Context: an optimization exercise on an open-source flow, tuned for small area, a short achievable clock period and few clock cycles per item. The choices shown serve that exercise and are no tape-out recipe.
Only simulation tests tie the RTL to the original design; equivalence was not proved.

==> flow/design.v, too long to show whole: its modules and the start of the top module <==
// module epcg_sine_rom: 8 lines
// module epcg_divider: 106 lines
// module epcg_outbuf: 42 lines
// module epcg_gain: 8 lines
// module epcg_m1_tree: 1636 lines
// module epcg_m2_tree: 1730 lines
// module equal_power_crossfade_gain: 380 lines
module equal_power_crossfade_gain (
  input  logic        clk,
  input  logic        rst_n,
  input  logic        in_valid,
  output logic        in_ready,
  input  logic        in_kind,
  input  logic [15:0] in_duration_frames,
  input  logic        in_has_out_track,
  input  logic        in_has_in_track,
  input  logic [16:0] in_out_start_level,
  input  logic [16:0] in_out_end_level,
  input  logic [16:0] in_in_start_level,
  input  logic [16:0] in_in_end_level,
  input  logic [16:0] in_out_clip_rate,
  input  logic [16:0] in_in_clip_rate,
  output logic        out_valid,
  input  logic        out_ready,
  output logic [7:0]  out_out_gain,
  output logic [7:0]  out_in_gain,
  output logic        out_out_valid,
  output logic        out_in_valid,
  output logic        out_stop_out,
  output logic        out_fade_done,
  output logic        out_fading,
  input  logic        cfg_valid,
  output logic        cfg_ready,
  input  logic [1:0]  cfg_index,
  input  logic [16:0] cfg_data
);
  // ...
==> flow/run.sh <==
#!/bin/bash
# synth_recipe.tcl (not shown) runs the flow's synth.tcl, then flattens the netlist and writes it again
# the make line also repeats each setting of config.mk as NAME=value (left out here)
make -C /OpenROAD-flow-scripts/flow DESIGN_CONFIG=/design/flow/config.mk WORK_HOME=/design/flow/orfs CLKGATE_MAP_FILE= SYNTH_SCRIPT=/design/flow/synth_recipe.tcl finish
==> flow/config.mk <==
export PLATFORM = sky130hd
export DESIGN_NAME = equal_power_crossfade_gain
export DESIGN_NICKNAME = equal_power_crossfade_gain
export VERILOG_FILES = /design/flow/design.v
export SDC_FILE = /design/flow/constraint.sdc
export NUM_CORES = 4
export LEC_CHECK = 0
export CAP_MARGIN = 20
export CORE_MARGIN = 2
export CORE_UTILIZATION = 60
export SLEW_MARGIN = 20
export SYNTH_MEMORY_MAX_BITS = 16384
==> flow/constraint.sdc <==
create_clock -name core_clock -period 12.0 [get_ports {clk}]
set_input_delay 2.4000 -clock core_clock [delete_from_list [all_inputs] [get_ports {clk}]]
set_output_delay 2.4000 -clock core_clock [all_outputs]
set_load 0.01 [all_outputs]
==> impl_metrics.py, run 1 <==
metrics = {
    "logic_synthesis": {
        "yosys_warnings": 3,
        "synth_mux_area_share_pct": 2.31,
        "synth_xor_area_share_pct": 3.36,
        "synthTopCellsByArea": "edfxtp_1 (23%), fa_1 (19%), dfxtp_1 (11%)",
        "synth_nets": 13000,
    },
    "final_layout": {
        "nFillCells": 14100,
        "nonClkBufAreaFrac_pct": 2.22,
        "largest_register_ff_count": 147,
        "seq_cells": 1476,
        "final_cells": 13600,
        "areaGrowthSynthToFinish_pct": 8.83,
        "design_area_mm2": 0.119,
        "final_cell_mix": "nand2_1 (1512), inv_1 (1294), fa_1 (1044)",
    },
    "global_routing": {
        "grt_pass1_wl_um": 514000,
        "use_met1_pct": 45.8,
    },
    "route": {
        "m1WireLength_um": 130000,
        "wl_per_cell_um": 24.8,
    },
    "die": {
        "std_cell_rows": 156,
        "die_area_mm2": 0.186,
        "core_area_mm2": 0.181,
    },
    "place": {
        "port-buffer-count": 167,
    },
    "min_path": {
        "min_to": "d_kw$_DFF_P_",
        "hold_path_depth": 0,
    },
    "timing": {
        "whs_ns": 0.299,
        "hold_viol_final": 0,
        "setup_tns_ns": 0,
        "period_needed_ns": 5.74,
        "tightest_slew_ns": 1.14,
    },
    "worst_setup_path": {
        "cp_data_arrival_time_ns": 6.41,
        "r2r_start": "x_r[16]$_DFFE_PP_",
        "endpoint_kind": "register",
        "slowest_delay_ns": 0.81,
    },
    "outcome": {
        "status": "timing/DRC/antenna clean",
    },
    "clock_network": {
        "hold_buffers": 0,
    },
}
Testbench counts, summed over its fixed seeds: cycles 6,903, items 5,760.
==> module epcg_sine_rom, before the edit <==
module epcg_sine_rom (
  input  logic [8:0]  idx,
  output logic [16:0] sin_v,
  output logic [16:0] cos_v
);
  assign sin_v = (idx[8] ? (idx[7] ? 17'd0 : (idx[6] ? 17'd0 : (idx[5] ? 17'd0 : (idx[4] ? 17'd0 : (idx[3] ? 17'd0 : (idx[2] ? 17'd0 : (idx[1] ? 17'd0 : (idx[0] ? 17'd0 : 17'd65536)))))))) : (idx[7] ? (idx[6] ? (idx[5] ? (idx[4] ? (idx[3] ? (idx[2] ? (idx[1] ? (idx[0] ? 17'd65535 : 17'd65531) : (idx[0] ? 17'd65525 : 17'd65516)) : (idx[1] ? (idx[0] ? 17'd65505 : 17'd65492) : (idx[0] ? 17'd65476 : 17'd65457))) : (idx[2] ? (idx[1] ? (idx[0] ? 17'd65436 : 17'd65413) : (idx[0] ? 17'd65387 : 17'd65358)) : (idx[1] ? (idx[0] ? 17'd65328 : 17'd65294) : (idx[0] ? 17'd65259 : 17'd65220)))) : (idx[3] ? (idx[2] ? (idx[1] ? (idx[0] ? 17'd65180 : 17'd65137) : (idx[0] ? 17'd65091 : 17'd65043)) : (idx[1] ? (idx[0] ? 17'd64993 : 17'd64940) : (idx[0] ? 17'd64884 : 17'd64827))) : (idx[2] ? (idx[1] ? (idx[0] ? 17'd64766 : 17'd64704) : (idx[0] ? 17'd64639 : 17'd64571)) : (idx[1] ? (idx[0] ? 17'd64501 : 17'd64429) : (idx[0] ? 17'd64354 : 17'd64277))))) : (idx[4] ? (idx[3] ? (idx[2] ? (idx[1] ? (idx[0] ? 17'd64197 : 17'd64115) : (idx[0] ? 17'd64031 : 17'd63944)) : (idx[1] ? (idx[0] ? 17'd63854 : 17'd63763) : (idx[0] ? 17'd63668 : 17'd63572))) : (idx[2] ? (idx[1] ? (idx[0] ? 17'd63473 : 17'd63372) : (idx[0] ? 17'd63268 : 17'd63162)) : (idx[1] ? (idx[0] ? 17'd63054 : 17'd62943) : (idx[0] ? 17'd62830 : 17'd62714)))) : (idx[3] ? (idx[2] ? (idx[1] ? (idx[0] ? 17'd62596 : 17'd62476) : (idx[0] ? 17'd62353 : 17'd62228)) : (idx[1] ? (idx[0] ? 17'd62101 : 17'd61971) : (idx[0] ? 17'd61839 : 17'd61705))) : (idx[2] ? (idx[1] ? (idx[0] ? 17'd61568 : 17'd61429) : (idx[0] ? 17'd61288 : 17'd61145)) : (idx[1] ? (idx[0] ? 17'd60999 : 17'd60851) : (idx[0] ? 17'd60700 : 17'd60547)))))) : (idx[5] ? (idx[4] ? (idx[3] ? (idx[2] ? (idx[1] ? (idx[0] ? 17'd60392 : 17'd60235) : (idx[0] ? 17'd60075 : 17'd59914)) : (idx[1] ? (idx[0] ? 17'd59750 : 17'd59583) : (idx[0] ? 17'd59415 : 17'd59244))) : (idx[2] ? (idx[1] ? (idx[0] ? 17'd59071 : 17'd58896) : (idx[0] ? 17'd58718 : 17'd58538)) : (idx[1] ? (idx[0] ? 17'd58356 : 17'd58172) : (idx[0] ? 17'd57986 : 17'd57798)))) : (idx[3] ? (idx[2] ? (idx[1] ? (idx[0] ? 17'd57607 : 17'd57414) : (idx[0] ? 17'd57219 : 17'd57022)) : (idx[1] ? (idx[0] ? 17'd56823 : 17'd56621) : (idx[0] ? 17'd56418 : 17'd56212))) : (idx[2] ? (idx[1] ? (idx[0] ? 17'd56004 : 17'd55794) : (idx[0] ? 17'd55582 : 17'd55368)) : (idx[1] ? (idx[0] ? 17'd55152 : 17'd54934) : (idx[0] ? 17'd54714 : 17'd54491))))) : (idx[4] ? (idx[3] ? (idx[2] ? (idx[1] ? (idx[0] ? 17'd54267 : 17'd54040) : (idx[0] ? 17'd53812 : 17'd53581)) : (idx[1] ? (idx[0] ? 17'd53349 : 17'd53114) : (idx[0] ? 17'd52878 : 17'd52639))) : (idx[2] ? (idx[1] ? (idx[0] ? 17'd52398 : 17'd52156) : (idx[0] ? 17'd51911 : 17'd51665)) : (idx[1] ? (idx[0] ? 17'd51417 : 17'd51166) : (idx[0] ? 17'd50914 : 17'd50660)))) : (idx[3] ? (idx[2] ? (idx[1] ? (idx[0] ? 17'd50404 : 17'd50146) : (idx[0] ? 17'd49886 : 17'd49624)) : (idx[1] ? (idx[0] ? 17'd49361 : 17'd49095) : (idx[0] ? 17'd48828 : 17'd48559))) : (idx[2] ? (idx[1] ? (idx[0] ? 17'd48288 : 17'd48015) : (idx[0] ? 17'd47741 : 17'd47464)) : (idx[1] ? (idx[0] ? 17'd47186 : 17'd46906) : (idx[0] ? 17'd46624 : 17'd46341))))))) : (idx[6] ? (idx[5] ? (idx[4] ? (idx[3] ? (idx[2] ? (idx[1] ? (idx[0] ? 17'd46056 : 17'd45769) : (idx[0] ? 17'd45480 : 17'd45190)) : (idx[1] ? (idx[0] ? 17'd44898 : 17'd44604) : (idx[0] ? 17'd44308 : 17'd44011))) : (idx[2] ? (idx[1] ? (idx[0] ? 17'd43713 : 17'd43412) : (idx[0] ? 17'd43110 : 17'd42806)) : (idx[1] ? (idx[0] ? 17'd42501 : 17'd42194) : (idx[0] ? 17'd41886 : 17'd41576)))) : (idx[3] ? (idx[2] ? (idx[1] ? (idx[0] ? 17'd41264 : 17'd40951) : (idx[0] ? 17'd40636 : 17'd40320)) : (idx[1] ? (idx[0] ? 17'd40002 : 17'd39683) : (idx[0] ? 17'd39362 : 17'd39040))) : (idx[2] ? (idx[1] ? (idx[0] ? 17'd38716 : 17'd38391) : (idx[0] ? 17'd38064 : 17'd37736)) : (idx[1] ? (idx[0] ? 17'd37407 : 17'd37076) : (idx[0] ? 17'd36744 : 17'd36410))))) : (idx[4] ? (idx[3] ? (idx[2] ? (idx[1] ? (idx[0] ? 17'd36075 : 17'd35738) : (idx[0] ? 17'd35401 : 17'd35062)) : (idx[1] ? (idx[0] ? 17'd34721 : 17'd34380) : (idx[0] ? 17'd34037 : 17'd33692))) : (idx[2] ? (idx[1] ? (idx[0] ? 17'd33347 : 17'd33000) : (idx[0] ? 17'd32652 : 17'd32303)) : (idx[1] ? (idx[0] ? 17'd31952 : 17'd31600) : (idx[0] ? 17'd31248 : 17'd30893)))) : (idx[3] ? (idx[2] ? (idx[1] ? (idx[0] ? 17'd30538 : 17'd30182) : (idx[0] ? 17'd29824 : 17'd29466)) : (idx[1] ? (idx[0] ? 17'd29106 : 17'd28745) : (idx[0] ? 17'd28383 : 17'd28020))) : (idx[2] ? (idx[1] ? (idx[0] ? 17'd27656 : 17'd27291) : (idx[0] ? 17'd26925 : 17'd26558)) : (idx[1] ? (idx[0] ? 17'd26190 : 17'd25821) : (idx[0] ? 17'd25451 : 17'd25080)))))) : (idx[5] ? (idx[4] ? (idx[3] ? (idx[2] ? (idx[1] ? (idx[0] ? 17'd24708 : 17'd24335) : (idx[0] ? 17'd23961 : 17'd23586)) : (idx[1] ? (idx[0] ? 17'd23210 : 17'd22834) : (idx[0] ? 17'd22457 : 17'd22078))) : (idx[2] ? (idx[1] ? (idx[0] ? 17'd21699 : 17'd21320) : (idx[0] ? 17'd20939 : 17'd20557)) : (idx[1] ? (idx[0] ? 17'd20175 : 17'd19792) : (idx[0] ? 17'd19409 : 17'd19024)))) : (idx[3] ? (idx[2] ? (idx[1] ? (idx[0] ? 17'd18639 : 17'd18253) : (idx[0] ? 17'd17867 : 17'd17479)) : (idx[1] ? (idx[0] ? 17'd17091 : 17'd16703) : (idx[0] ? 17'd16314 : 17'd15924))) : (idx[2] ? (idx[1] ? (idx[0] ? 17'd15534 : 17'd15143) : (idx[0] ? 17'd14751 : 17'd14359)) : (idx[1] ? (idx[0] ? 17'd13966 : 17'd13573) : (idx[0] ? 17'd13180 : 17'd12785))))) : (idx[4] ? (idx[3] ? (idx[2] ? (idx[1] ? (idx[0] ? 17'd12391 : 17'd11996) : (idx[0] ? 17'd11600 : 17'd11204)) : (idx[1] ? (idx[0] ? 17'd10808 : 17'd10411) : (idx[0] ? 17'd10014 : 17'd9616))) : (idx[2] ? (idx[1] ? (idx[0] ? 17'd9218 : 17'd8820) : (idx[0] ? 17'd8421 : 17'd8022)) : (idx[1] ? (idx[0] ? 17'd7623 : 17'd7224) : (idx[0] ? 17'd6824 : 17'd6424)))) : (idx[3] ? (idx[2] ? (idx[1] ? (idx[0] ? 17'd6023 : 17'd5623) : (idx[0] ? 17'd5222 : 17'd4821)) : (idx[1] ? (idx[0] ? 17'd4420 : 17'd4019) : (idx[0] ? 17'd3617 : 17'd3216))) : (idx[2] ? (idx[1] ? (idx[0] ? 17'd2814 : 17'd2412) : (idx[0] ? 17'd2010 : 17'd1608)) : (idx[1] ? (idx[0] ? 17'd1206 : 17'd804) : (idx[0] ? 17'd402 : 17'd0)))))))));
  assign cos_v = (idx[8] ? 17'd0 : (idx[7] ? (idx[6] ? (idx[5] ? (idx[4] ? (idx[3] ? (idx[2] ? (idx[1] ? (idx[0] ? 17'd402 : 17'd804) : (idx[0] ? 17'd1206 : 17'd1608)) : (idx[1] ? (idx[0] ? 17'd2010 : 17'd2412) : (idx[0] ? 17'd2814 : 17'd3216))) : (idx[2] ? (idx[1] ? (idx[0] ? 17'd3617 : 17'd4019) : (idx[0] ? 17'd4420 : 17'd4821)) : (idx[1] ? (idx[0] ? 17'd5222 : 17'd5623) : (idx[0] ? 17'd6023 : 17'd6424)))) : (idx[3] ? (idx[2] ? (idx[1] ? (idx[0] ? 17'd6824 : 17'd7224) : (idx[0] ? 17'd7623 : 17'd8022)) : (idx[1] ? (idx[0] ? 17'd8421 : 17'd8820) : (idx[0] ? 17'd9218 : 17'd9616))) : (idx[2] ? (idx[1] ? (idx[0] ? 17'd10014 : 17'd10411) : (idx[0] ? 17'd10808 : 17'd11204)) : (idx[1] ? (idx[0] ? 17'd11600 : 17'd11996) : (idx[0] ? 17'd12391 : 17'd12785))))) : (idx[4] ? (idx[3] ? (idx[2] ? (idx[1] ? (idx[0] ? 17'd13180 : 17'd13573) : (idx[0] ? 17'd13966 : 17'd14359)) : (idx[1] ? (idx[0] ? 17'd14751 : 17'd15143) : (idx[0] ? 17'd15534 : 17'd15924))) : (idx[2] ? (idx[1] ? (idx[0] ? 17'd16314 : 17'd16703) : (idx[0] ? 17'd17091 : 17'd17479)) : (idx[1] ? (idx[0] ? 17'd17867 : 17'd18253) : (idx[0] ? 17'd18639 : 17'd19024)))) : (idx[3] ? (idx[2] ? (idx[1] ? (idx[0] ? 17'd19409 : 17'd19792) : (idx[0] ? 17'd20175 : 17'd20557)) : (idx[1] ? (idx[0] ? 17'd20939 : 17'd21320) : (idx[0] ? 17'd21699 : 17'd22078))) : (idx[2] ? (idx[1] ? (idx[0] ? 17'd22457 : 17'd22834) : (idx[0] ? 17'd23210 : 17'd23586)) : (idx[1] ? (idx[0] ? 17'd23961 : 17'd24335) : (idx[0] ? 17'd24708 : 17'd25080)))))) : (idx[5] ? (idx[4] ? (idx[3] ? (idx[2] ? (idx[1] ? (idx[0] ? 17'd25451 : 17'd25821) : (idx[0] ? 17'd26190 : 17'd26558)) : (idx[1] ? (idx[0] ? 17'd26925 : 17'd27291) : (idx[0] ? 17'd27656 : 17'd28020))) : (idx[2] ? (idx[1] ? (idx[0] ? 17'd28383 : 17'd28745) : (idx[0] ? 17'd29106 : 17'd29466)) : (idx[1] ? (idx[0] ? 17'd29824 : 17'd30182) : (idx[0] ? 17'd30538 : 17'd30893)))) : (idx[3] ? (idx[2] ? (idx[1] ? (idx[0] ? 17'd31248 : 17'd31600) : (idx[0] ? 17'd31952 : 17'd32303)) : (idx[1] ? (idx[0] ? 17'd32652 : 17'd33000) : (idx[0] ? 17'd33347 : 17'd33692))) : (idx[2] ? (idx[1] ? (idx[0] ? 17'd34037 : 17'd34380) : (idx[0] ? 17'd34721 : 17'd35062)) : (idx[1] ? (idx[0] ? 17'd35401 : 17'd35738) : (idx[0] ? 17'd36075 : 17'd36410))))) : (idx[4] ? (idx[3] ? (idx[2] ? (idx[1] ? (idx[0] ? 17'd36744 : 17'd37076) : (idx[0] ? 17'd37407 : 17'd37736)) : (idx[1] ? (idx[0] ? 17'd38064 : 17'd38391) : (idx[0] ? 17'd38716 : 17'd39040))) : (idx[2] ? (idx[1] ? (idx[0] ? 17'd39362 : 17'd39683) : (idx[0] ? 17'd40002 : 17'd40320)) : (idx[1] ? (idx[0] ? 17'd40636 : 17'd40951) : (idx[0] ? 17'd41264 : 17'd41576)))) : (idx[3] ? (idx[2] ? (idx[1] ? (idx[0] ? 17'd41886 : 17'd42194) : (idx[0] ? 17'd42501 : 17'd42806)) : (idx[1] ? (idx[0] ? 17'd43110 : 17'd43412) : (idx[0] ? 17'd43713 : 17'd44011))) : (idx[2] ? (idx[1] ? (idx[0] ? 17'd44308 : 17'd44604) : (idx[0] ? 17'd44898 : 17'd45190)) : (idx[1] ? (idx[0] ? 17'd45480 : 17'd45769) : (idx[0] ? 17'd46056 : 17'd46341))))))) : (idx[6] ? (idx[5] ? (idx[4] ? (idx[3] ? (idx[2] ? (idx[1] ? (idx[0] ? 17'd46624 : 17'd46906) : (idx[0] ? 17'd47186 : 17'd47464)) : (idx[1] ? (idx[0] ? 17'd47741 : 17'd48015) : (idx[0] ? 17'd48288 : 17'd48559))) : (idx[2] ? (idx[1] ? (idx[0] ? 17'd48828 : 17'd49095) : (idx[0] ? 17'd49361 : 17'd49624)) : (idx[1] ? (idx[0] ? 17'd49886 : 17'd50146) : (idx[0] ? 17'd50404 : 17'd50660)))) : (idx[3] ? (idx[2] ? (idx[1] ? (idx[0] ? 17'd50914 : 17'd51166) : (idx[0] ? 17'd51417 : 17'd51665)) : (idx[1] ? (idx[0] ? 17'd51911 : 17'd52156) : (idx[0] ? 17'd52398 : 17'd52639))) : (idx[2] ? (idx[1] ? (idx[0] ? 17'd52878 : 17'd53114) : (idx[0] ? 17'd53349 : 17'd53581)) : (idx[1] ? (idx[0] ? 17'd53812 : 17'd54040) : (idx[0] ? 17'd54267 : 17'd54491))))) : (idx[4] ? (idx[3] ? (idx[2] ? (idx[1] ? (idx[0] ? 17'd54714 : 17'd54934) : (idx[0] ? 17'd55152 : 17'd55368)) : (idx[1] ? (idx[0] ? 17'd55582 : 17'd55794) : (idx[0] ? 17'd56004 : 17'd56212))) : (idx[2] ? (idx[1] ? (idx[0] ? 17'd56418 : 17'd56621) : (idx[0] ? 17'd56823 : 17'd57022)) : (idx[1] ? (idx[0] ? 17'd57219 : 17'd57414) : (idx[0] ? 17'd57607 : 17'd57798)))) : (idx[3] ? (idx[2] ? (idx[1] ? (idx[0] ? 17'd57986 : 17'd58172) : (idx[0] ? 17'd58356 : 17'd58538)) : (idx[1] ? (idx[0] ? 17'd58718 : 17'd58896) : (idx[0] ? 17'd59071 : 17'd59244))) : (idx[2] ? (idx[1] ? (idx[0] ? 17'd59415 : 17'd59583) : (idx[0] ? 17'd59750 : 17'd59914)) : (idx[1] ? (idx[0] ? 17'd60075 : 17'd60235) : (idx[0] ? 17'd60392 : 17'd60547)))))) : (idx[5] ? (idx[4] ? (idx[3] ? (idx[2] ? (idx[1] ? (idx[0] ? 17'd60700 : 17'd60851) : (idx[0] ? 17'd60999 : 17'd61145)) : (idx[1] ? (idx[0] ? 17'd61288 : 17'd61429) : (idx[0] ? 17'd61568 : 17'd61705))) : (idx[2] ? (idx[1] ? (idx[0] ? 17'd61839 : 17'd61971) : (idx[0] ? 17'd62101 : 17'd62228)) : (idx[1] ? (idx[0] ? 17'd62353 : 17'd62476) : (idx[0] ? 17'd62596 : 17'd62714)))) : (idx[3] ? (idx[2] ? (idx[1] ? (idx[0] ? 17'd62830 : 17'd62943) : (idx[0] ? 17'd63054 : 17'd63162)) : (idx[1] ? (idx[0] ? 17'd63268 : 17'd63372) : (idx[0] ? 17'd63473 : 17'd63572))) : (idx[2] ? (idx[1] ? (idx[0] ? 17'd63668 : 17'd63763) : (idx[0] ? 17'd63854 : 17'd63944)) : (idx[1] ? (idx[0] ? 17'd64031 : 17'd64115) : (idx[0] ? 17'd64197 : 17'd64277))))) : (idx[4] ? (idx[3] ? (idx[2] ? (idx[1] ? (idx[0] ? 17'd64354 : 17'd64429) : (idx[0] ? 17'd64501 : 17'd64571)) : (idx[1] ? (idx[0] ? 17'd64639 : 17'd64704) : (idx[0] ? 17'd64766 : 17'd64827))) : (idx[2] ? (idx[1] ? (idx[0] ? 17'd64884 : 17'd64940) : (idx[0] ? 17'd64993 : 17'd65043)) : (idx[1] ? (idx[0] ? 17'd65091 : 17'd65137) : (idx[0] ? 17'd65180 : 17'd65220)))) : (idx[3] ? (idx[2] ? (idx[1] ? (idx[0] ? 17'd65259 : 17'd65294) : (idx[0] ? 17'd65328 : 17'd65358)) : (idx[1] ? (idx[0] ? 17'd65387 : 17'd65413) : (idx[0] ? 17'd65436 : 17'd65457))) : (idx[2] ? (idx[1] ? (idx[0] ? 17'd65476 : 17'd65492) : (idx[0] ? 17'd65505 : 17'd65516)) : (idx[1] ? (idx[0] ? 17'd65525 : 17'd65531) : (idx[0] ? 17'd65535 : 17'd65536)))))))));
endmodule
==> run 2: changes to the inputs <==
--- a/flow/design.v
+++ b/flow/design.v
@@ -1,19 +1,17 @@
 package epcg_pkg;
   localparam int LVL_W  = 17;    
   localparam int GAIN_W = 8;
 endpackage
 module epcg_sine_rom (
   input  logic [8:0]  idx,
-  output logic [16:0] sin_v,
-  output logic [16:0] cos_v
+  output logic [16:0] val
 );
-  assign sin_v = (idx[8] ? (idx[7] ? 17'd0 : (idx[6] ? 17'd0 : (idx[5] ? 17'd0 : (idx[4] ? 17'd0 : (idx[3] ? 17'd0 : (idx[2] ? 17'd0 : (idx[1] ? 17'd0 : (idx[0] ? 17'd0 : 17'd65536)))))))) : (idx[7] ? (idx[6] ? (idx[5] ? (idx[4] ? (idx[3] ? (idx[2] ? (idx[1] ? (idx[0] ? 17'd65535 : 17'd65531) : (idx[0] ? 17'd65525 : 17'd65516)) : (idx[1] ? (idx[0] ? 17'd65505 : 17'd65492) : (idx[0] ? 17'd65476 : 17'd65457))) : (idx[2] ? (idx[1] ? (idx[0] ? 17'd65436 : 17'd65413) : (idx[0] ? 17'd65387 : 17'd65358)) : (idx[1] ? (idx[0] ? 17'd65328 : 17'd65294) : (idx[0] ? 17'd65259 : 17'd65220)))) : (idx[3] ? (idx[2] ? (idx[1] ? (idx[0] ? 17'd65180 : 17'd65137) : (idx[0] ? 17'd65091 : 17'd65043)) : (idx[1] ? (idx[0] ? 17'd64993 : 17'd64940) : (idx[0] ? 17'd64884 : 17'd64827))) : (idx[2] ? (idx[1] ? (idx[0] ? 17'd64766 : 17'd64704) : (idx[0] ? 17'd64639 : 17'd64571)) : (idx[1] ? (idx[0] ? 17'd64501 : 17'd64429) : (idx[0] ? 17'd64354 : 17'd64277))))) : (idx[4] ? (idx[3] ? (idx[2] ? (idx[1] ? (idx[0] ? 17'd64197 : 17'd64115) : (idx[0] ? 17'd64031 : 17'd63944)) : (idx[1] ? (idx[0] ? 17'd63854 : 17'd63763) : (idx[0] ? 17'd63668 : 17'd63572))) : (idx[2] ? (idx[1] ? (idx[0] ? 17'd63473 : 17'd63372) : (idx[0] ? 17'd63268 : 17'd63162)) : (idx[1] ? (idx[0] ? 17'd63054 : 17'd62943) : (idx[0] ? 17'd62830 : 17'd62714)))) : (idx[3] ? (idx[2] ? (idx[1] ? (idx[0] ? 17'd62596 : 17'd62476) : (idx[0] ? 17'd62353 : 17'd62228)) : (idx[1] ? (idx[0] ? 17'd62101 : 17'd61971) : (idx[0] ? 17'd61839 : 17'd61705))) : (idx[2] ? (idx[1] ? (idx[0] ? 17'd61568 : 17'd61429) : (idx[0] ? 17'd61288 : 17'd61145)) : (idx[1] ? (idx[0] ? 17'd60999 : 17'd60851) : (idx[0] ? 17'd60700 : 17'd60547)))))) : (idx[5] ? (idx[4] ? (idx[3] ? (idx[2] ? (idx[1] ? (idx[0] ? 17'd60392 : 17'd60235) : (idx[0] ? 17'd60075 : 17'd59914)) : (idx[1] ? (idx[0] ? 17'd59750 : 17'd59583) : (idx[0] ? 17'd59415 : 17'd59244))) : (idx[2] ? (idx[1] ? (idx[0] ? 17'd59071 : 17'd58896) : (idx[0] ? 17'd58718 : 17'd58538)) : (idx[1] ? (idx[0] ? 17'd58356 : 17'd58172) : (idx[0] ? 17'd57986 : 17'd57798)))) : (idx[3] ? (idx[2] ? (idx[1] ? (idx[0] ? 17'd57607 : 17'd57414) : (idx[0] ? 17'd57219 : 17'd57022)) : (idx[1] ? (idx[0] ? 17'd56823 : 17'd56621) : (idx[0] ? 17'd56418 : 17'd56212))) : (idx[2] ? (idx[1] ? (idx[0] ? 17'd56004 : 17'd55794) : (idx[0] ? 17'd55582 : 17'd55368)) : (idx[1] ? (idx[0] ? 17'd55152 : 17'd54934) : (idx[0] ? 17'd54714 : 17'd54491))))) : (idx[4] ? (idx[3] ? (idx[2] ? (idx[1] ? (idx[0] ? 17'd54267 : 17'd54040) : (idx[0] ? 17'd53812 : 17'd53581)) : (idx[1] ? (idx[0] ? 17'd53349 : 17'd53114) : (idx[0] ? 17'd52878 : 17'd52639))) : (idx[2] ? (idx[1] ? (idx[0] ? 17'd52398 : 17'd52156) : (idx[0] ? 17'd51911 : 17'd51665)) : (idx[1] ? (idx[0] ? 17'd51417 : 17'd51166) : (idx[0] ? 17'd50914 : 17'd50660)))) : (idx[3] ? (idx[2] ? (idx[1] ? (idx[0] ? 17'd50404 : 17'd50146) : (idx[0] ? 17'd49886 : 17'd49624)) : (idx[1] ? (idx[0] ? 17'd49361 : 17'd49095) : (idx[0] ? 17'd48828 : 17'd48559))) : (idx[2] ? (idx[1] ? (idx[0] ? 17'd48288 : 17'd48015) : (idx[0] ? 17'd47741 : 17'd47464)) : (idx[1] ? (idx[0] ? 17'd47186 : 17'd46906) : (idx[0] ? 17'd46624 : 17'd46341))))))) : (idx[6] ? (idx[5] ? (idx[4] ? (idx[3] ? (idx[2] ? (idx[1] ? (idx[0] ? 17'd46056 : 17'd45769) : (idx[0] ? 17'd45480 : 17'd45190)) : (idx[1] ? (idx[0] ? 17'd44898 : 17'd44604) : (idx[0] ? 17'd44308 : 17'd44011))) : (idx[2] ? (idx[1] ? (idx[0] ? 17'd43713 : 17'd43412) : (idx[0] ? 17'd43110 : 17'd42806)) : (idx[1] ? (idx[0] ? 17'd42501 : 17'd42194) : (idx[0] ? 17'd41886 : 17'd41576)))) : (idx[3] ? (idx[2] ? (idx[1] ? (idx[0] ? 17'd41264 : 17'd40951) : (idx[0] ? 17'd40636 : 17'd40320)) : (idx[1] ? (idx[0] ? 17'd40002 : 17'd39683) : (idx[0] ? 17'd39362 : 17'd39040))) : (idx[2] ? (idx[1] ? (idx[0] ? 17'd38716 : 17'd38391) : (idx[0] ? 17'd38064 : 17'd37736)) : (idx[1] ? (idx[0] ? 17'd37407 : 17'd37076) : (idx[0] ? 17'd36744 : 17'd36410))))) : (idx[4] ? (idx[3] ? (idx[2] ? (idx[1] ? (idx[0] ? 17'd36075 : 17'd35738) : (idx[0] ? 17'd35401 : 17'd35062)) : (idx[1] ? (idx[0] ? 17'd34721 : 17'd34380) : (idx[0] ? 17'd34037 : 17'd33692))) : (idx[2] ? (idx[1] ? (idx[0] ? 17'd33347 : 17'd33000) : (idx[0] ? 17'd32652 : 17'd32303)) : (idx[1] ? (idx[0] ? 17'd31952 : 17'd31600) : (idx[0] ? 17'd31248 : 17'd30893)))) : (idx[3] ? (idx[2] ? (idx[1] ? (idx[0] ? 17'd30538 : 17'd30182) : (idx[0] ? 17'd29824 : 17'd29466)) : (idx[1] ? (idx[0] ? 17'd29106 : 17'd28745) : (idx[0] ? 17'd28383 : 17'd28020))) : (idx[2] ? (idx[1] ? (idx[0] ? 17'd27656 : 17'd27291) : (idx[0] ? 17'd26925 : 17'd26558)) : (idx[1] ? (idx[0] ? 17'd26190 : 17'd25821) : (idx[0] ? 17'd25451 : 17'd25080)))))) : (idx[5] ? (idx[4] ? (idx[3] ? (idx[2] ? (idx[1] ? (idx[0] ? 17'd24708 : 17'd24335) : (idx[0] ? 17'd23961 : 17'd23586)) : (idx[1] ? (idx[0] ? 17'd23210 : 17'd22834) : (idx[0] ? 17'd22457 : 17'd22078))) : (idx[2] ? (idx[1] ? (idx[0] ? 17'd21699 : 17'd21320) : (idx[0] ? 17'd20939 : 17'd20557)) : (idx[1] ? (idx[0] ? 17'd20175 : 17'd19792) : (idx[0] ? 17'd19409 : 17'd19024)))) : (idx[3] ? (idx[2] ? (idx[1] ? (idx[0] ? 17'd18639 : 17'd18253) : (idx[0] ? 17'd17867 : 17'd17479)) : (idx[1] ? (idx[0] ? 17'd17091 : 17'd16703) : (idx[0] ? 17'd16314 : 17'd15924))) : (idx[2] ? (idx[1] ? (idx[0] ? 17'd15534 : 17'd15143) : (idx[0] ? 17'd14751 : 17'd14359)) : (idx[1] ? (idx[0] ? 17'd13966 : 17'd13573) : (idx[0] ? 17'd13180 : 17'd12785))))) : (idx[4] ? (idx[3] ? (idx[2] ? (idx[1] ? (idx[0] ? 17'd12391 : 17'd11996) : (idx[0] ? 17'd11600 : 17'd11204)) : (idx[1] ? (idx[0] ? 17'd10808 : 17'd10411) : (idx[0] ? 17'd10014 : 17'd9616))) : (idx[2] ? (idx[1] ? (idx[0] ? 17'd9218 : 17'd8820) : (idx[0] ? 17'd8421 : 17'd8022)) : (idx[1] ? (idx[0] ? 17'd7623 : 17'd7224) : (idx[0] ? 17'd6824 : 17'd6424)))) : (idx[3] ? (idx[2] ? (idx[1] ? (idx[0] ? 17'd6023 : 17'd5623) : (idx[0] ? 17'd5222 : 17'd4821)) : (idx[1] ? (idx[0] ? 17'd4420 : 17'd4019) : (idx[0] ? 17'd3617 : 17'd3216))) : (idx[2] ? (idx[1] ? (idx[0] ? 17'd2814 : 17'd2412) : (idx[0] ? 17'd2010 : 17'd1608)) : (idx[1] ? (idx[0] ? 17'd1206 : 17'd804) : (idx[0] ? 17'd402 : 17'd0)))))))));
-  assign cos_v = (idx[8] ? 17'd0 : (idx[7] ? (idx[6] ? (idx[5] ? (idx[4] ? (idx[3] ? (idx[2] ? (idx[1] ? (idx[0] ? 17'd402 : 17'd804) : (idx[0] ? 17'd1206 : 17'd1608)) : (idx[1] ? (idx[0] ? 17'd2010 : 17'd2412) : (idx[0] ? 17'd2814 : 17'd3216))) : (idx[2] ? (idx[1] ? (idx[0] ? 17'd3617 : 17'd4019) : (idx[0] ? 17'd4420 : 17'd4821)) : (idx[1] ? (idx[0] ? 17'd5222 : 17'd5623) : (idx[0] ? 17'd6023 : 17'd6424)))) : (idx[3] ? (idx[2] ? (idx[1] ? (idx[0] ? 17'd6824 : 17'd7224) : (idx[0] ? 17'd7623 : 17'd8022)) : (idx[1] ? (idx[0] ? 17'd8421 : 17'd8820) : (idx[0] ? 17'd9218 : 17'd9616))) : (idx[2] ? (idx[1] ? (idx[0] ? 17'd10014 : 17'd10411) : (idx[0] ? 17'd10808 : 17'd11204)) : (idx[1] ? (idx[0] ? 17'd11600 : 17'd11996) : (idx[0] ? 17'd12391 : 17'd12785))))) : (idx[4] ? (idx[3] ? (idx[2] ? (idx[1] ? (idx[0] ? 17'd13180 : 17'd13573) : (idx[0] ? 17'd13966 : 17'd14359)) : (idx[1] ? (idx[0] ? 17'd14751 : 17'd15143) : (idx[0] ? 17'd15534 : 17'd15924))) : (idx[2] ? (idx[1] ? (idx[0] ? 17'd16314 : 17'd16703) : (idx[0] ? 17'd17091 : 17'd17479)) : (idx[1] ? (idx[0] ? 17'd17867 : 17'd18253) : (idx[0] ? 17'd18639 : 17'd19024)))) : (idx[3] ? (idx[2] ? (idx[1] ? (idx[0] ? 17'd19409 : 17'd19792) : (idx[0] ? 17'd20175 : 17'd20557)) : (idx[1] ? (idx[0] ? 17'd20939 : 17'd21320) : (idx[0] ? 17'd21699 : 17'd22078))) : (idx[2] ? (idx[1] ? (idx[0] ? 17'd22457 : 17'd22834) : (idx[0] ? 17'd23210 : 17'd23586)) : (idx[1] ? (idx[0] ? 17'd23961 : 17'd24335) : (idx[0] ? 17'd24708 : 17'd25080)))))) : (idx[5] ? (idx[4] ? (idx[3] ? (idx[2] ? (idx[1] ? (idx[0] ? 17'd25451 : 17'd25821) : (idx[0] ? 17'd26190 : 17'd26558)) : (idx[1] ? (idx[0] ? 17'd26925 : 17'd27291) : (idx[0] ? 17'd27656 : 17'd28020))) : (idx[2] ? (idx[1] ? (idx[0] ? 17'd28383 : 17'd28745) : (idx[0] ? 17'd29106 : 17'd29466)) : (idx[1] ? (idx[0] ? 17'd29824 : 17'd30182) : (idx[0] ? 17'd30538 : 17'd30893)))) : (idx[3] ? (idx[2] ? (idx[1] ? (idx[0] ? 17'd31248 : 17'd31600) : (idx[0] ? 17'd31952 : 17'd32303)) : (idx[1] ? (idx[0] ? 17'd32652 : 17'd33000) : (idx[0] ? 17'd33347 : 17'd33692))) : (idx[2] ? (idx[1] ? (idx[0] ? 17'd34037 : 17'd34380) : (idx[0] ? 17'd34721 : 17'd35062)) : (idx[1] ? (idx[0] ? 17'd35401 : 17'd35738) : (idx[0] ? 17'd36075 : 17'd36410))))) : (idx[4] ? (idx[3] ? (idx[2] ? (idx[1] ? (idx[0] ? 17'd36744 : 17'd37076) : (idx[0] ? 17'd37407 : 17'd37736)) : (idx[1] ? (idx[0] ? 17'd38064 : 17'd38391) : (idx[0] ? 17'd38716 : 17'd39040))) : (idx[2] ? (idx[1] ? (idx[0] ? 17'd39362 : 17'd39683) : (idx[0] ? 17'd40002 : 17'd40320)) : (idx[1] ? (idx[0] ? 17'd40636 : 17'd40951) : (idx[0] ? 17'd41264 : 17'd41576)))) : (idx[3] ? (idx[2] ? (idx[1] ? (idx[0] ? 17'd41886 : 17'd42194) : (idx[0] ? 17'd42501 : 17'd42806)) : (idx[1] ? (idx[0] ? 17'd43110 : 17'd43412) : (idx[0] ? 17'd43713 : 17'd44011))) : (idx[2] ? (idx[1] ? (idx[0] ? 17'd44308 : 17'd44604) : (idx[0] ? 17'd44898 : 17'd45190)) : (idx[1] ? (idx[0] ? 17'd45480 : 17'd45769) : (idx[0] ? 17'd46056 : 17'd46341))))))) : (idx[6] ? (idx[5] ? (idx[4] ? (idx[3] ? (idx[2] ? (idx[1] ? (idx[0] ? 17'd46624 : 17'd46906) : (idx[0] ? 17'd47186 : 17'd47464)) : (idx[1] ? (idx[0] ? 17'd47741 : 17'd48015) : (idx[0] ? 17'd48288 : 17'd48559))) : (idx[2] ? (idx[1] ? (idx[0] ? 17'd48828 : 17'd49095) : (idx[0] ? 17'd49361 : 17'd49624)) : (idx[1] ? (idx[0] ? 17'd49886 : 17'd50146) : (idx[0] ? 17'd50404 : 17'd50660)))) : (idx[3] ? (idx[2] ? (idx[1] ? (idx[0] ? 17'd50914 : 17'd51166) : (idx[0] ? 17'd51417 : 17'd51665)) : (idx[1] ? (idx[0] ? 17'd51911 : 17'd52156) : (idx[0] ? 17'd52398 : 17'd52639))) : (idx[2] ? (idx[1] ? (idx[0] ? 17'd52878 : 17'd53114) : (idx[0] ? 17'd53349 : 17'd53581)) : (idx[1] ? (idx[0] ? 17'd53812 : 17'd54040) : (idx[0] ? 17'd54267 : 17'd54491))))) : (idx[4] ? (idx[3] ? (idx[2] ? (idx[1] ? (idx[0] ? 17'd54714 : 17'd54934) : (idx[0] ? 17'd55152 : 17'd55368)) : (idx[1] ? (idx[0] ? 17'd55582 : 17'd55794) : (idx[0] ? 17'd56004 : 17'd56212))) : (idx[2] ? (idx[1] ? (idx[0] ? 17'd56418 : 17'd56621) : (idx[0] ? 17'd56823 : 17'd57022)) : (idx[1] ? (idx[0] ? 17'd57219 : 17'd57414) : (idx[0] ? 17'd57607 : 17'd57798)))) : (idx[3] ? (idx[2] ? (idx[1] ? (idx[0] ? 17'd57986 : 17'd58172) : (idx[0] ? 17'd58356 : 17'd58538)) : (idx[1] ? (idx[0] ? 17'd58718 : 17'd58896) : (idx[0] ? 17'd59071 : 17'd59244))) : (idx[2] ? (idx[1] ? (idx[0] ? 17'd59415 : 17'd59583) : (idx[0] ? 17'd59750 : 17'd59914)) : (idx[1] ? (idx[0] ? 17'd60075 : 17'd60235) : (idx[0] ? 17'd60392 : 17'd60547)))))) : (idx[5] ? (idx[4] ? (idx[3] ? (idx[2] ? (idx[1] ? (idx[0] ? 17'd60700 : 17'd60851) : (idx[0] ? 17'd60999 : 17'd61145)) : (idx[1] ? (idx[0] ? 17'd61288 : 17'd61429) : (idx[0] ? 17'd61568 : 17'd61705))) : (idx[2] ? (idx[1] ? (idx[0] ? 17'd61839 : 17'd61971) : (idx[0] ? 17'd62101 : 17'd62228)) : (idx[1] ? (idx[0] ? 17'd62353 : 17'd62476) : (idx[0] ? 17'd62596 : 17'd62714)))) : (idx[3] ? (idx[2] ? (idx[1] ? (idx[0] ? 17'd62830 : 17'd62943) : (idx[0] ? 17'd63054 : 17'd63162)) : (idx[1] ? (idx[0] ? 17'd63268 : 17'd63372) : (idx[0] ? 17'd63473 : 17'd63572))) : (idx[2] ? (idx[1] ? (idx[0] ? 17'd63668 : 17'd63763) : (idx[0] ? 17'd63854 : 17'd63944)) : (idx[1] ? (idx[0] ? 17'd64031 : 17'd64115) : (idx[0] ? 17'd64197 : 17'd64277))))) : (idx[4] ? (idx[3] ? (idx[2] ? (idx[1] ? (idx[0] ? 17'd64354 : 17'd64429) : (idx[0] ? 17'd64501 : 17'd64571)) : (idx[1] ? (idx[0] ? 17'd64639 : 17'd64704) : (idx[0] ? 17'd64766 : 17'd64827))) : (idx[2] ? (idx[1] ? (idx[0] ? 17'd64884 : 17'd64940) : (idx[0] ? 17'd64993 : 17'd65043)) : (idx[1] ? (idx[0] ? 17'd65091 : 17'd65137) : (idx[0] ? 17'd65180 : 17'd65220)))) : (idx[3] ? (idx[2] ? (idx[1] ? (idx[0] ? 17'd65259 : 17'd65294) : (idx[0] ? 17'd65328 : 17'd65358)) : (idx[1] ? (idx[0] ? 17'd65387 : 17'd65413) : (idx[0] ? 17'd65436 : 17'd65457))) : (idx[2] ? (idx[1] ? (idx[0] ? 17'd65476 : 17'd65492) : (idx[0] ? 17'd65505 : 17'd65516)) : (idx[1] ? (idx[0] ? 17'd65525 : 17'd65531) : (idx[0] ? 17'd65535 : 17'd65536)))))))));
+  assign val = (idx[8] ? (idx[7] ? 17'd0 : (idx[6] ? 17'd0 : (idx[5] ? 17'd0 : (idx[4] ? 17'd0 : (idx[3] ? 17'd0 : (idx[2] ? 17'd0 : (idx[1] ? 17'd0 : (idx[0] ? 17'd0 : 17'd65536)))))))) : (idx[7] ? (idx[6] ? (idx[5] ? (idx[4] ? (idx[3] ? (idx[2] ? (idx[1] ? (idx[0] ? 17'd65535 : 17'd65531) : (idx[0] ? 17'd65525 : 17'd65516)) : (idx[1] ? (idx[0] ? 17'd65505 : 17'd65492) : (idx[0] ? 17'd65476 : 17'd65457))) : (idx[2] ? (idx[1] ? (idx[0] ? 17'd65436 : 17'd65413) : (idx[0] ? 17'd65387 : 17'd65358)) : (idx[1] ? (idx[0] ? 17'd65328 : 17'd65294) : (idx[0] ? 17'd65259 : 17'd65220)))) : (idx[3] ? (idx[2] ? (idx[1] ? (idx[0] ? 17'd65180 : 17'd65137) : (idx[0] ? 17'd65091 : 17'd65043)) : (idx[1] ? (idx[0] ? 17'd64993 : 17'd64940) : (idx[0] ? 17'd64884 : 17'd64827))) : (idx[2] ? (idx[1] ? (idx[0] ? 17'd64766 : 17'd64704) : (idx[0] ? 17'd64639 : 17'd64571)) : (idx[1] ? (idx[0] ? 17'd64501 : 17'd64429) : (idx[0] ? 17'd64354 : 17'd64277))))) : (idx[4] ? (idx[3] ? (idx[2] ? (idx[1] ? (idx[0] ? 17'd64197 : 17'd64115) : (idx[0] ? 17'd64031 : 17'd63944)) : (idx[1] ? (idx[0] ? 17'd63854 : 17'd63763) : (idx[0] ? 17'd63668 : 17'd63572))) : (idx[2] ? (idx[1] ? (idx[0] ? 17'd63473 : 17'd63372) : (idx[0] ? 17'd63268 : 17'd63162)) : (idx[1] ? (idx[0] ? 17'd63054 : 17'd62943) : (idx[0] ? 17'd62830 : 17'd62714)))) : (idx[3] ? (idx[2] ? (idx[1] ? (idx[0] ? 17'd62596 : 17'd62476) : (idx[0] ? 17'd62353 : 17'd62228)) : (idx[1] ? (idx[0] ? 17'd62101 : 17'd61971) : (idx[0] ? 17'd61839 : 17'd61705))) : (idx[2] ? (idx[1] ? (idx[0] ? 17'd61568 : 17'd61429) : (idx[0] ? 17'd61288 : 17'd61145)) : (idx[1] ? (idx[0] ? 17'd60999 : 17'd60851) : (idx[0] ? 17'd60700 : 17'd60547)))))) : (idx[5] ? (idx[4] ? (idx[3] ? (idx[2] ? (idx[1] ? (idx[0] ? 17'd60392 : 17'd60235) : (idx[0] ? 17'd60075 : 17'd59914)) : (idx[1] ? (idx[0] ? 17'd59750 : 17'd59583) : (idx[0] ? 17'd59415 : 17'd59244))) : (idx[2] ? (idx[1] ? (idx[0] ? 17'd59071 : 17'd58896) : (idx[0] ? 17'd58718 : 17'd58538)) : (idx[1] ? (idx[0] ? 17'd58356 : 17'd58172) : (idx[0] ? 17'd57986 : 17'd57798)))) : (idx[3] ? (idx[2] ? (idx[1] ? (idx[0] ? 17'd57607 : 17'd57414) : (idx[0] ? 17'd57219 : 17'd57022)) : (idx[1] ? (idx[0] ? 17'd56823 : 17'd56621) : (idx[0] ? 17'd56418 : 17'd56212))) : (idx[2] ? (idx[1] ? (idx[0] ? 17'd56004 : 17'd55794) : (idx[0] ? 17'd55582 : 17'd55368)) : (idx[1] ? (idx[0] ? 17'd55152 : 17'd54934) : (idx[0] ? 17'd54714 : 17'd54491))))) : (idx[4] ? (idx[3] ? (idx[2] ? (idx[1] ? (idx[0] ? 17'd54267 : 17'd54040) : (idx[0] ? 17'd53812 : 17'd53581)) : (idx[1] ? (idx[0] ? 17'd53349 : 17'd53114) : (idx[0] ? 17'd52878 : 17'd52639))) : (idx[2] ? (idx[1] ? (idx[0] ? 17'd52398 : 17'd52156) : (idx[0] ? 17'd51911 : 17'd51665)) : (idx[1] ? (idx[0] ? 17'd51417 : 17'd51166) : (idx[0] ? 17'd50914 : 17'd50660)))) : (idx[3] ? (idx[2] ? (idx[1] ? (idx[0] ? 17'd50404 : 17'd50146) : (idx[0] ? 17'd49886 : 17'd49624)) : (idx[1] ? (idx[0] ? 17'd49361 : 17'd49095) : (idx[0] ? 17'd48828 : 17'd48559))) : (idx[2] ? (idx[1] ? (idx[0] ? 17'd48288 : 17'd48015) : (idx[0] ? 17'd47741 : 17'd47464)) : (idx[1] ? (idx[0] ? 17'd47186 : 17'd46906) : (idx[0] ? 17'd46624 : 17'd46341))))))) : (idx[6] ? (idx[5] ? (idx[4] ? (idx[3] ? (idx[2] ? (idx[1] ? (idx[0] ? 17'd46056 : 17'd45769) : (idx[0] ? 17'd45480 : 17'd45190)) : (idx[1] ? (idx[0] ? 17'd44898 : 17'd44604) : (idx[0] ? 17'd44308 : 17'd44011))) : (idx[2] ? (idx[1] ? (idx[0] ? 17'd43713 : 17'd43412) : (idx[0] ? 17'd43110 : 17'd42806)) : (idx[1] ? (idx[0] ? 17'd42501 : 17'd42194) : (idx[0] ? 17'd41886 : 17'd41576)))) : (idx[3] ? (idx[2] ? (idx[1] ? (idx[0] ? 17'd41264 : 17'd40951) : (idx[0] ? 17'd40636 : 17'd40320)) : (idx[1] ? (idx[0] ? 17'd40002 : 17'd39683) : (idx[0] ? 17'd39362 : 17'd39040))) : (idx[2] ? (idx[1] ? (idx[0] ? 17'd38716 : 17'd38391) : (idx[0] ? 17'd38064 : 17'd37736)) : (idx[1] ? (idx[0] ? 17'd37407 : 17'd37076) : (idx[0] ? 17'd36744 : 17'd36410))))) : (idx[4] ? (idx[3] ? (idx[2] ? (idx[1] ? (idx[0] ? 17'd36075 : 17'd35738) : (idx[0] ? 17'd35401 : 17'd35062)) : (idx[1] ? (idx[0] ? 17'd34721 : 17'd34380) : (idx[0] ? 17'd34037 : 17'd33692))) : (idx[2] ? (idx[1] ? (idx[0] ? 17'd33347 : 17'd33000) : (idx[0] ? 17'd32652 : 17'd32303)) : (idx[1] ? (idx[0] ? 17'd31952 : 17'd31600) : (idx[0] ? 17'd31248 : 17'd30893)))) : (idx[3] ? (idx[2] ? (idx[1] ? (idx[0] ? 17'd30538 : 17'd30182) : (idx[0] ? 17'd29824 : 17'd29466)) : (idx[1] ? (idx[0] ? 17'd29106 : 17'd28745) : (idx[0] ? 17'd28383 : 17'd28020))) : (idx[2] ? (idx[1] ? (idx[0] ? 17'd27656 : 17'd27291) : (idx[0] ? 17'd26925 : 17'd26558)) : (idx[1] ? (idx[0] ? 17'd26190 : 17'd25821) : (idx[0] ? 17'd25451 : 17'd25080)))))) : (idx[5] ? (idx[4] ? (idx[3] ? (idx[2] ? (idx[1] ? (idx[0] ? 17'd24708 : 17'd24335) : (idx[0] ? 17'd23961 : 17'd23586)) : (idx[1] ? (idx[0] ? 17'd23210 : 17'd22834) : (idx[0] ? 17'd22457 : 17'd22078))) : (idx[2] ? (idx[1] ? (idx[0] ? 17'd21699 : 17'd21320) : (idx[0] ? 17'd20939 : 17'd20557)) : (idx[1] ? (idx[0] ? 17'd20175 : 17'd19792) : (idx[0] ? 17'd19409 : 17'd19024)))) : (idx[3] ? (idx[2] ? (idx[1] ? (idx[0] ? 17'd18639 : 17'd18253) : (idx[0] ? 17'd17867 : 17'd17479)) : (idx[1] ? (idx[0] ? 17'd17091 : 17'd16703) : (idx[0] ? 17'd16314 : 17'd15924))) : (idx[2] ? (idx[1] ? (idx[0] ? 17'd15534 : 17'd15143) : (idx[0] ? 17'd14751 : 17'd14359)) : (idx[1] ? (idx[0] ? 17'd13966 : 17'd13573) : (idx[0] ? 17'd13180 : 17'd12785))))) : (idx[4] ? (idx[3] ? (idx[2] ? (idx[1] ? (idx[0] ? 17'd12391 : 17'd11996) : (idx[0] ? 17'd11600 : 17'd11204)) : (idx[1] ? (idx[0] ? 17'd10808 : 17'd10411) : (idx[0] ? 17'd10014 : 17'd9616))) : (idx[2] ? (idx[1] ? (idx[0] ? 17'd9218 : 17'd8820) : (idx[0] ? 17'd8421 : 17'd8022)) : (idx[1] ? (idx[0] ? 17'd7623 : 17'd7224) : (idx[0] ? 17'd6824 : 17'd6424)))) : (idx[3] ? (idx[2] ? (idx[1] ? (idx[0] ? 17'd6023 : 17'd5623) : (idx[0] ? 17'd5222 : 17'd4821)) : (idx[1] ? (idx[0] ? 17'd4420 : 17'd4019) : (idx[0] ? 17'd3617 : 17'd3216))) : (idx[2] ? (idx[1] ? (idx[0] ? 17'd2814 : 17'd2412) : (idx[0] ? 17'd2010 : 17'd1608)) : (idx[1] ? (idx[0] ? 17'd1206 : 17'd804) : (idx[0] ? 17'd402 : 17'd0)))))))));
 endmodule
 module epcg_divider (
   input  logic        clk,
   input  logic        rst_n,
   input  logic        load,
   input  logic [15:0] len,      
   input  logic [17:0] dlo,      
   input  logic [17:0] dli,      
@@ -3689,28 +3687,29 @@
       else if (issue)
         q_kind[i] <= (i == QD - 1) ? 1'b0 : q_kind[i + 1];
     end
   end
   logic        act_r, fo_r, fi_r;
   logic [15:0] r0_r, n_r;           
   logic [16:0] r0ml_r;               
   logic [16:0] x_r;                  
-  logic [16:0] q0_r;
-  logic [16:0] ua_r, ub_r;          
+  logic [16:0] q0_r, u_r;           
+  logic [16:0] uc_r;                
   logic [15:0] plo_r, pli_r;        
   logic [15:0] f0o_r, f0i_r;
   logic [16:0] f1o_r, f1i_r;
   logic [16:0] e0o_r, e0i_r, e1o_r, e1i_r;
   logic        cy, done;
-  logic [16:0] u_new, x_new;
+  logic [16:0] u_new, uc_new, x_new;
   logic [17:0] plo_new, pli_new;    
   assign cy      = ~x_r[16];
   assign x_new   = x_r + (cy ? r0ml_r : {1'b0, r0_r});
-  assign u_new   = cy ? ub_r : ua_r;
+  assign u_new   = u_r + q0_r + {16'd0, cy};
+  assign uc_new  = uc_r - q0_r - {16'd0, cy};
   assign done    = (n_r == 16'd1);
   assign plo_new = {2'b00, plo_r} + {1'b0, cy ? f1o_r : {1'b0, f0o_r}};
   assign pli_new = {2'b00, pli_r} + {1'b0, cy ? f1i_r : {1'b0, f0i_r}};
   always_ff @(posedge clk) begin
     if (!rst_n) begin
       act_r <= 1'b0;
     end else if (iss_start) begin
       act_r <= (dv_len != 16'd0);
@@ -3719,45 +3718,45 @@
     end
   end
   always_ff @(posedge clk) begin
     if (iss_start) begin
       q0_r   <= dv_q0;
       r0_r   <= dv_r0;
       r0ml_r <= {1'b0, dv_r0} - {1'b0, dv_len};
       x_r    <= {1'b0, dv_r0} - {1'b0, dv_len};
-      ua_r   <= dv_q0 + 17'd128;
-      ub_r   <= dv_q0 + 17'd129;
+      u_r    <= 17'd128;
+      uc_r   <= 17'd65663;
       n_r    <= dv_len;
       fo_r   <= d_ho;
       fi_r   <= d_hi;
       plo_r  <= 16'h8000;
       pli_r  <= 16'h8000;
       f0o_r  <= dv_dqo_lo;
       f0i_r  <= dv_dqi_lo;
       f1o_r  <= {1'b0, dv_dqo_lo} + {1'b0, dv_dlo[15:0]};
       f1i_r  <= {1'b0, dv_dqi_lo} + {1'b0, dv_dli[15:0]};
       e0o_r  <= dv_dqo_hi;
       e0i_r  <= dv_dqi_hi;
       e1o_r  <= dv_dqo_hi + {{15{dv_dlo[17]}}, dv_dlo[17:16]};
       e1i_r  <= dv_dqi_hi + {{15{dv_dli[17]}}, dv_dli[17:16]};
     end else if (iss_tick & act_r) begin
       x_r   <= x_new;
-      ua_r  <= u_new + q0_r;
-      ub_r  <= u_new + q0_r + 17'd1;
+      u_r   <= u_new;
+      uc_r  <= uc_new;
       n_r   <= n_r - 16'd1;
       plo_r <= plo_new[15:0];
       pli_r <= pli_new[15:0];
     end
   end
   logic        b_v, c_v, d_v, e_v, f_v;
   logic        b_k, c_k, d_k;
   logic        c_kw, d_kw;          
   logic [4:0]  b_fl, c_fl, d_fl, e_fl, f_fl;
-  logic [16:0] b_ws, b_wc;
+  logic [8:0]  b_idx, b_cidx;
   logic        b_act, b_c;
   logic [1:0]  b_coo, b_coi;
   logic [17:0] c_ao, c_ai;
   logic [16:0] c_bo, c_bi;
   logic [34:0] d_so1, d_co1, d_si1, d_ci1;
   logic [16:0] e_lo, e_li;
   logic [35:0] f_so, f_co, f_si, f_ci;
   logic [18:0] ko_r, ki_r;
@@ -3771,31 +3770,32 @@
     end else begin
       b_v <= issue;
       c_v <= b_v;
       d_v <= c_v;
       e_v <= d_v;
       f_v <= e_v;
     end
   end
-  logic [16:0] w_sin, w_cos;
-  epcg_sine_rom u_rom (.idx(u_new[16:8]), .sin_v(w_sin), .cos_v(w_cos));
   logic tk_act;
   assign tk_act = iss_tick & act_r;
   always_ff @(posedge clk) begin
     b_k   <= head_k;
-    b_ws  <= w_sin;
-    b_wc  <= w_cos;
+    b_idx <= u_new[16:8];
+    b_cidx <= uc_new[16:8];
     b_act <= tk_act;
     b_c   <= cy;
     b_coo <= plo_new[17:16];
     b_coi <= pli_new[17:16];
     b_fl  <= {tk_act & fo_r, tk_act & fi_r, tk_act & done & fo_r, tk_act & done,
               iss_start ? (dv_len != 16'd0) : (tk_act & ~done)};
   end
+  logic [16:0] w_sin, w_cos;
+  epcg_sine_rom u_sin (.idx(b_idx), .val(w_sin));
+  epcg_sine_rom u_cos (.idx(b_cidx), .val(w_cos));
   logic [16:0] pho_r, phi_r;        
   logic [16:0] b_lo, b_li;
   assign b_lo = pho_r + (b_c ? e1o_r : e0o_r) + {15'd0, b_coo};
   assign b_li = phi_r + (b_c ? e1i_r : e0i_r) + {15'd0, b_coi};
   always_ff @(posedge clk) begin
     if (iss_start) begin
       pho_r <= d_os;
       phi_r <= d_is;
@@ -3814,27 +3814,27 @@
     end else if (!b_v) begin
       c_ao <= {1'b0, m_r};
       c_bo <= b_r;
     end else if (b_k) begin
       c_ao <= mb_r;
       c_bo <= ro_r;
     end else begin
       c_ao <= {1'b0, b_lo};
-      c_bo <= b_wc;
+      c_bo <= w_cos;
     end
     if (!b_v) begin
       c_ai <= mb_r;
       c_bi <= ri_r;
     end else if (b_k) begin
       c_ai <= mb_r;
       c_bi <= ri_r;
     end else begin
       c_ai <= {1'b0, b_li};
-      c_bi <= b_ws;
+      c_bi <= w_sin;
     end
   end
   logic [34:0] m1o_s, m1o_c, m1i_s, m1i_c;
   epcg_m1_tree u_m1o (.a(c_ao), .b(c_bo), .s(m1o_s), .c(m1o_c));
   epcg_m1_tree u_m1i (.a(c_ai), .b(c_bi), .s(m1i_s), .c(m1i_c));
   always_ff @(posedge clk) begin
     d_k   <= c_k;
     d_kw  <= c_kw;
==> impl_metrics.py, run 2 <==
metrics = {
    "die": {
        "core_area_mm2": 0.181,
        "die_y_um": 430,
        "initial_core_util_pct": 60.3,
        "die_area_mm2": 0.185,
        "die_x_um": 430,
        "std_cell_rows": 156,
        "ios": 169,
    },
    "route": {
        "dr.max_layer_used": "met5",
        "wl_per_cell_um": 22.0,
        "route.met2.wl_um": 139000,
        "first_iter_violations": 6648,
        "vias": 81400,
        "wirelength_um": 297000,
        "drc_errors": 0,
        "dr.pass1.iters": 6,
        "routed-wl-met3_um": 22900,
        "vias_per_cell": 6.02,
        "postRouteAntennaNets": 0,
        "m1WireLength_um": 123000,
    },
    "timing": {
        "slew_headroom_pct": 17.7,
        "max_freq_ghz": 0.197,
        "period_needed_ns": 5.09,
        "setup_tns_ns": 0,
        "hold_viol_final": 0,
        "tightest_slew_ns": 1.20,
        "slew_violations": 0,
        "finalSetupViolations": 0,
        "rsz0062_at_grt": "false",
        "fin_crit_sh_pct": 42.4,
        "skew_ns": 0.0308,
        "layout_setup_ws_ns": 6.91,
    },
    "global_routing": {
        "grt_pass1_wl_um": 466000,
        "grt_pass1_vias": 84100,
        "grt_max_degree": 119,
        "grt-ovfl-total": 0,
        "antenna_found_initial": 12,
        "track_usage_pct": 32.2,
    },
    "clock_network": {
        "ctsHtreeMaxLevel": 4,
        "clk_pin_slew_ns": 0.06,
        "cts.sinks": 1460,
        "cts_tree": "yes",
        "cts_made_buffers": 163,
        "clk_latency_ns": 0.83,
        "hold_buffers": 0,
        "cts_setup_buffers": 0,
        "clock-root-buffer": "clkbuf_16",
        "cts-resized-gates": 0,
        "clk_path_buf_depth": 3,
    },
    "worst_setup_path": {
        "startpoint": "out_ready",
        "r2r_slack_ns": 7.21,
        "slowest_delay_ns": 0.83,
        "slowest_stage": "nor3b_2",
        "crit_required_ns": 12.51,
        "critical_path_buf_inv_count": 4,
        "crit_fanout": 22,
        "critical_path_class": "input pin to register",
        "cpMostUsedCell": "nand2_1",
        "r2r_start": "u_div.quo[0]$_DFFE_PP_",
        "cp_data_arrival_time_ns": 5.60,
        "path_delay_family": "simple AND/OR/NAND/NOR gates",
        "start_kind": "input pin",
        "worstPathCellList": "clkdlybuf4s50_1, inv_1, nand2_1, nand2_1, nand2_1, inv_1, nand2_1, nor3b_2, buf_4",
        "endpoint_kind": "register",
    },
    "place": {
        "place_congestion": 0.957,
        "port-buffer-count": 167,
        "placedInstanceArea_mm2": 0.113,
        "dp_slack_ns": 6.10,
        "dp.final_hpwl_um": 216000,
    },
    "outcome": {
        "status": "timing/DRC/antenna clean",
    },
    "logic_synthesis": {
        "syn-instance-count": 11100,
        "synth.avg_cell_area_um2": 9.85,
        "async_flop_share_pct": 0,
        "synthTopCellsByArea": "edfxtp_1 (23%), fa_1 (19%), dfxtp_1 (12%)",
        "synth_edf_count": 819,
        "yosysTopAreaCellShare_pct": 22.6,
        "post-synth-top-count-cell": "nand2_1",
        "ys_types": 91,
        "yosys_warnings": 3,
        "ys_seq_elements": 1460,
        "synth_common_cells": "nand2_1 (1455), inv_1 (1365), fa_1 (1047), edfxtp_1 (819), ha_1 (705)",
        "synth_nets": 13000,
        "yosysTopAreaCell": "edfxtp_1",
        "yosys_most_used_dff": "edfxtp_1",
        "seq_area_frac_synth_pct": 34.3,
        "synth_area_mm2": 0.109,
    },
    "final_layout": {
        "largest_register_ff_count": 147,
        "final_cell_mix": "nand2_1 (1453), inv_1 (1362), fa_1 (1047)",
        "nFillCells": 14500,
        "drive_gt1_share_pct": 5.11,
        "design_area_mm2": 0.118,
        "top_register": "u_out.mem",
        "final_common_cell": "nand2_1",
        "post-route-util_pct": 65.4,
        "seqCellArea_mm2": 0.0375,
        "areaGrowthSynthToFinish_pct": 8.36,
        "multi_input_area_mm2": 0.0648,
        "fin_nets": 12900,
    },
    "min_path": {
        "holdCritPathClass": "register to register",
        "hp-start": "e_fl[1]$_DFF_P_",
    },
    "run": {
        "cap_violations": 0,
    },
}
[run 2: cell types whose count changed after synthesis, moves of 18 or more]
| cell | delta |
|---|---|
| ha_1 | +35 |
| inv_1 | +66 |
| a22o_1 | +31 |
| xnor2_1 | -27 |
| a21oi_1 | -52 |
| o211ai_1 | -18 |
| dfxtp_1 | +18 |
| nand2_1 | -59 |
| o21ai_0 | -26 |
| a21o_1 | +23 |
| nor2b_1 | +37 |
| edfxtp_1 | -34 |
| nor3_1 | -31 |
[run 2: final timing paths]
path | endpoint | cells after the start
max | u_out.mem[3][5]$_DFFE_PP_ | 9
min | f_fl[1]$_DFF_P_ | 0
max reg2reg | e1i_r[16]$_DFFE_PP_ | 19
min reg2reg | f_fl[1]$_DFF_P_ | 0
[run 2: cells by family after synthesis]
group | count (synthesis) | share of synthesized area, %
AND/OR/NAND/NOR | 3455 | 15.1
AO/OA/AOI/OAI | 1939 | 11.3
buffers and inverters | 1848 | 6.37
adder cells (fa/ha/maj) | 1752 | 27.3
flip-flops | 1460 | 34.3
XOR/XNOR | 390 | 3.13
multiplexers | 220 | 2.45
other | 1 | 0.00344
[run 2: area by class of cell]
class                           instances  share of cell area (%)
Multi-Input combinational cell       7757                    54.8
Inverter                             1370                    4.36
Tap cell                             2370                    2.51
Sequential cell                      1460                    31.7
Clock inverter                        100                   0.826
Antenna cell                            2                 0.00424
Clock buffer                          207                    3.78
Timing Repair Buffer                  260                    2.00
[run 2: stage by stage]
step	hold WS, ns	std cells
6_report	0.324	13500
5_1_grt	0.327	13500
4_1_cts	0.326	13500
3_5_place_dp	0.312	13200
3_3_place_gp	0.310	13200
2_1_floorplan	0.310	11100
[run 2: layer usage]
layer | GRT usage, % | vias up
li1 | - | 37000
met1 | 42.3 | 40400
met2 | 52.4 | 3219
met3 | 6.06 | 758
met4 | 13.8 | 6
met5 | 0 | -
Testbench counts of run 2, summed over its fixed seeds: cycles 6,903, items 5,760.

## what the ideal ports hide
The results above use ideal ports. As a check the final layouts listed here were re-extracted and re-timed, cells and wires unchanged. Step 1 sets driving cells, clkbuf_16 on the clock port and buf_2 on the other inputs (assumed; they add their load-dependent delay and slew). Step 2 also shifts input and output timing later by t, the mid clock arrival at the registers, as if the neighbouring blocks saw the same clock. Three values: ideal, step 1, step 2; two values: the first two.
run	t (ns)	setup WS [ns]	worst hold slack (ns)	worst register clock-pin slew, ns	worst data-port slew with drivers (ns)
run 1	0.918	6.262 / 6.262 / 6.262	0.299 / 0.299 / 0.299	0.07 / 0.07	0.08
run 2	0.907	6.913 / 6.980 / 6.073	0.324 / 0.324 / 0.324	0.07 / 0.07	0.11
After both steps every run listed still meets setup and hold. The setup slack of run 2, which loses most, moves by +0.067 ns with the drivers and by -0.840 ns with both steps.
